Background: an optimization exercise with open tools, aiming at small area and a short achievable clock period. Do not read the settings as production practice.
Where RTL was checked, it was by simulation tests only, not by an equivalence proof against the original.
Power and IR drop assume default switching activity.

==> flow/design.v (excerpt) <==
module frame_gen_top (
	input  logic         sys_clk,
	input  logic         sys_rst,
	input  logic         cfg_we,
	input  frame_gen_pkg::cfg_addr_t    cfg_addr,
	input  frame_gen_pkg::cfg_word_t    cfg_wdata,
	output frame_gen_pkg::stream_beat_t tx_beat,
	output logic         tx_valid,
	input  logic         tx_ready
);
For scale: ~1800 cells after synthesis, ~20000 sq um of cells after synthesis.
Settings: LEC_CHECK=0, CAP_MARGIN=20, CORE_MARGIN=2, CORE_UTILIZATION=60, SLEW_MARGIN=20, SYNTH_HIERARCHICAL=1; clock period 12.0 ns.
standard.sh (not shown) runs the stock make flow with config.mk's settings and CLKGATE_MAP_FILE= SYNTH_SCRIPT=/design/flow/synth_recipe.tcl, a recipe that flattens the netlist after the stock synthesis.
==> flow/flow/run.sh <==
#!/bin/bash
# Own layout flow: the standard layout (standard.sh, unchanged synthesis),
# with repair_timing asked for a larger setup margin so that it optimises the
# paths below the 12 ns constraint as well, and a flatter clock tree without
# dummy loads. Full output of the ORFS run goes to standard.log here; ORFS also
# keeps each step's log under orfs/logs/.
set -euo pipefail
MARGIN=$(cat flow/margin.txt)
CTS="-sink_clustering_enable -repair_clock_nets -dont_use_dummy_load $(cat flow/cts.txt)"
bash standard.sh SETUP_SLACK_MARGIN="$MARGIN" "CTS_ARGS=$CTS" finish > standard.log 2>&1
==> flow/flow/cts.txt <==
-sink_clustering_size 30 -sink_clustering_max_diameter 100
==> flow/flow/margin.txt <==
8.5
Rerun with:
--- a/flow/design.v
+++ b/flow/design.v
@@ -237,35 +237,18 @@
 		byte_out = byte_out | ({8{sel[21]}} & dst_port[15:8]);
 		byte_out = byte_out | ({8{sel[22]}} & dst_port[7:0]);
 		byte_out = byte_out | ({8{sel[23]}} & ip_csum[15:8]);
 		byte_out = byte_out | ({8{sel[24]}} & ip_csum[7:0]);
 	end
 endmodule
 `default_nettype wire
 `timescale 1ns/1ps
 `default_nettype none
-module fcs_crc_step (
-	input  logic [31:0] cinv,
-	input  logic [7:0]  x,
-	output logic [31:0] cinv_next
-);
-	function automatic logic [31:0] crc_tab(input logic [7:0] v);
-		logic [31:0] r;
-		r = {24'h0, v};
-		for (int b = 0; b < 8; b++)
-			r = r[0] ? ((r >> 1) ^ frame_gen_pkg::CRC_POLY) : (r >> 1);
-		crc_tab = r;
-	endfunction
-	assign cinv_next = {8'hFF, cinv[31:8]} ^ crc_tab(x);
-endmodule
-`default_nettype wire
-`timescale 1ns/1ps
-`default_nettype none
 module frame_gen_top (
 	input  logic         sys_clk,
 	input  logic         sys_rst,
 	input  logic         cfg_we,
 	input  frame_gen_pkg::cfg_addr_t    cfg_addr,
 	input  frame_gen_pkg::cfg_word_t    cfg_wdata,
 	output frame_gen_pkg::stream_beat_t tx_beat,
 	output logic         tx_valid,
 	input  logic         tx_ready
@@ -385,33 +368,37 @@
 		.peer_mac  ({8'h00, s_peer_mac}),
 		.local_mac (s_local_mac),
 		.local_ip  (s_local_ip),
 		.peer_ip   (s_peer_ip),
 		.src_port  (s_src_port),
 		.dst_port  (s_dst_port),
 		.ip_csum   (ip_csum),
 		.byte_out  (nxt_byte)
 	);
+	function automatic logic [31:0] crc_tab(input logic [7:0] x);
+		logic [31:0] r;
+		r = {24'h0, x};
+		for (int b = 0; b < 8; b++)
+			r = r[0] ? ((r >> 1) ^ frame_gen_pkg::CRC_POLY) : (r >> 1);
+		crc_tab = r;
+	endfunction
 	logic [7:0]  out_data;
 	logic        out_last;
 	logic        fcs;        
 	logic        is_last;    
 	logic [1:0]  fcs_cnt;
-	logic [31:0] cinv;
+	logic [31:0] crc;
 	logic [7:0]  crc_x;
-	logic [31:0] cinv_next;
+	logic [31:0] crc_next;
 	logic        xfer;
-	logic        crc_keep;
 	assign xfer     = valid && tx_ready;
-	assign crc_x    = fcs ? 8'h00 : (~cinv[7:0] ^ out_data);
-	assign crc_keep = !xfer && !frame_start;
-	fcs_crc_step u_crc_step (.cinv(cinv), .x(crc_x), .cinv_next(cinv_next));
-	frame_reg #(.W(32)) u_crc (.sys_clk(sys_clk), .load(xfer), .keep(crc_keep), .d(cinv_next), .q(cinv));
+	assign crc_x    = fcs ? 8'h00 : (crc[7:0] ^ out_data);
+	assign crc_next = (crc >> 8) ^ crc_tab(crc_x);
 	always_ff @(posedge sys_clk) begin
 		if (sys_rst) begin
 			valid      <= 1'b0;
 			out_last   <= 1'b0;
 			frame_done <= 1'b0;
 		end else begin
 			frame_done <= xfer && out_last;
 			if (frame_start) begin
 				valid    <= 1'b1;
@@ -422,33 +409,35 @@
 				out_last <= fcs && (fcs_cnt == 2'd2);
 			end
 		end
 	end
 	always_ff @(posedge sys_clk) begin
 		if (frame_start) begin
 			fcs      <= 1'b0;
 			is_last  <= 1'b0;
 			nidx     <= 7'd1;
+			crc      <= '1;
 		end else if (xfer) begin
+			crc <= crc_next;
 			if (fcs || is_last) begin
 				fcs      <= 1'b1;
 				fcs_cnt  <= is_last ? 2'd0 : fcs_cnt + 1'b1;
 				is_last  <= 1'b0;
 			end else begin
 				nidx     <= nidx + 1'b1;
 				is_last  <= (nidx == last_idx);
 			end
 		end
 	end
 	logic [7:0] out_d;
 	logic       out_load;
 	logic       out_keep;
 	assign out_load = frame_start || xfer;
 	assign out_keep = !out_load;
 	assign out_d    = frame_start ? ((frame_kind == frame_gen_pkg::KIND_ARP) ? 8'hFF : cfg.peer_mac[47:40])
-		: (fcs || is_last) ? cinv_next[7:0] : nxt_byte;
+		: (fcs || is_last) ? ~crc_next[7:0] : nxt_byte;
 	frame_reg #(.W(8)) u_out_data (.sys_clk(sys_clk), .load(out_load), .keep(out_keep), .d(out_d), .q(out_data));
 	assign tx_valid     = valid;
 	assign tx_beat.data = out_data;
 	assign tx_beat.last = out_last;
 endmodule
 `default_nettype wire
Outcome:
- total power falls by 1.1%
- sequential share of layout area shrinks by 0.25 points
- via count climbs by 2.7%
- clock power hardly moves
- die area goes down by 0.40%
- wire length grows by 0.75%
- final cell count went up by 3.4%
No functional check of the RTL was part of the second run of this note.

-- separate check: timing with driven ports --
In the flow no input, the clock included, has a driving cell. The finished layouts below were timed again as built, in two steps.
Step 1: set_driving_cell puts a clkbuf_16 on sys_clk and a buf_2 on each other input, an assumption about the parent block.
Step 2 moves the port delays by t, midway between the first and last clock arrival at a register: inputs arrive t later, outputs are due t later. That takes back most of the time a late clock gives input paths.
Three values: ideal ports, drivers, drivers and shift; two values: the first two.
| run | t, ns | slack for setup (ns) | worst hold slack (ns) | latest minus earliest clock arrival (ns) | slew at the worst register clock pin (ns) |
|---|---|---|---|---|---|
| the first run | 0.582 | 8.495 / 8.467 / 7.885 | 0.466 / 0.466 / 0.466 | 0.075 / 0.074 | 0.12 / 0.12 |
| the second run | 0.590 | 8.507 / 8.484 / 7.920 | 0.474 / 0.474 / 0.474 | 0.080 / 0.079 | 0.12 / 0.12 |
After both steps every run listed still meets setup and hold. The setup slack of the first run, which loses most, moves by -0.028 ns with the drivers and by -0.610 ns with both steps.
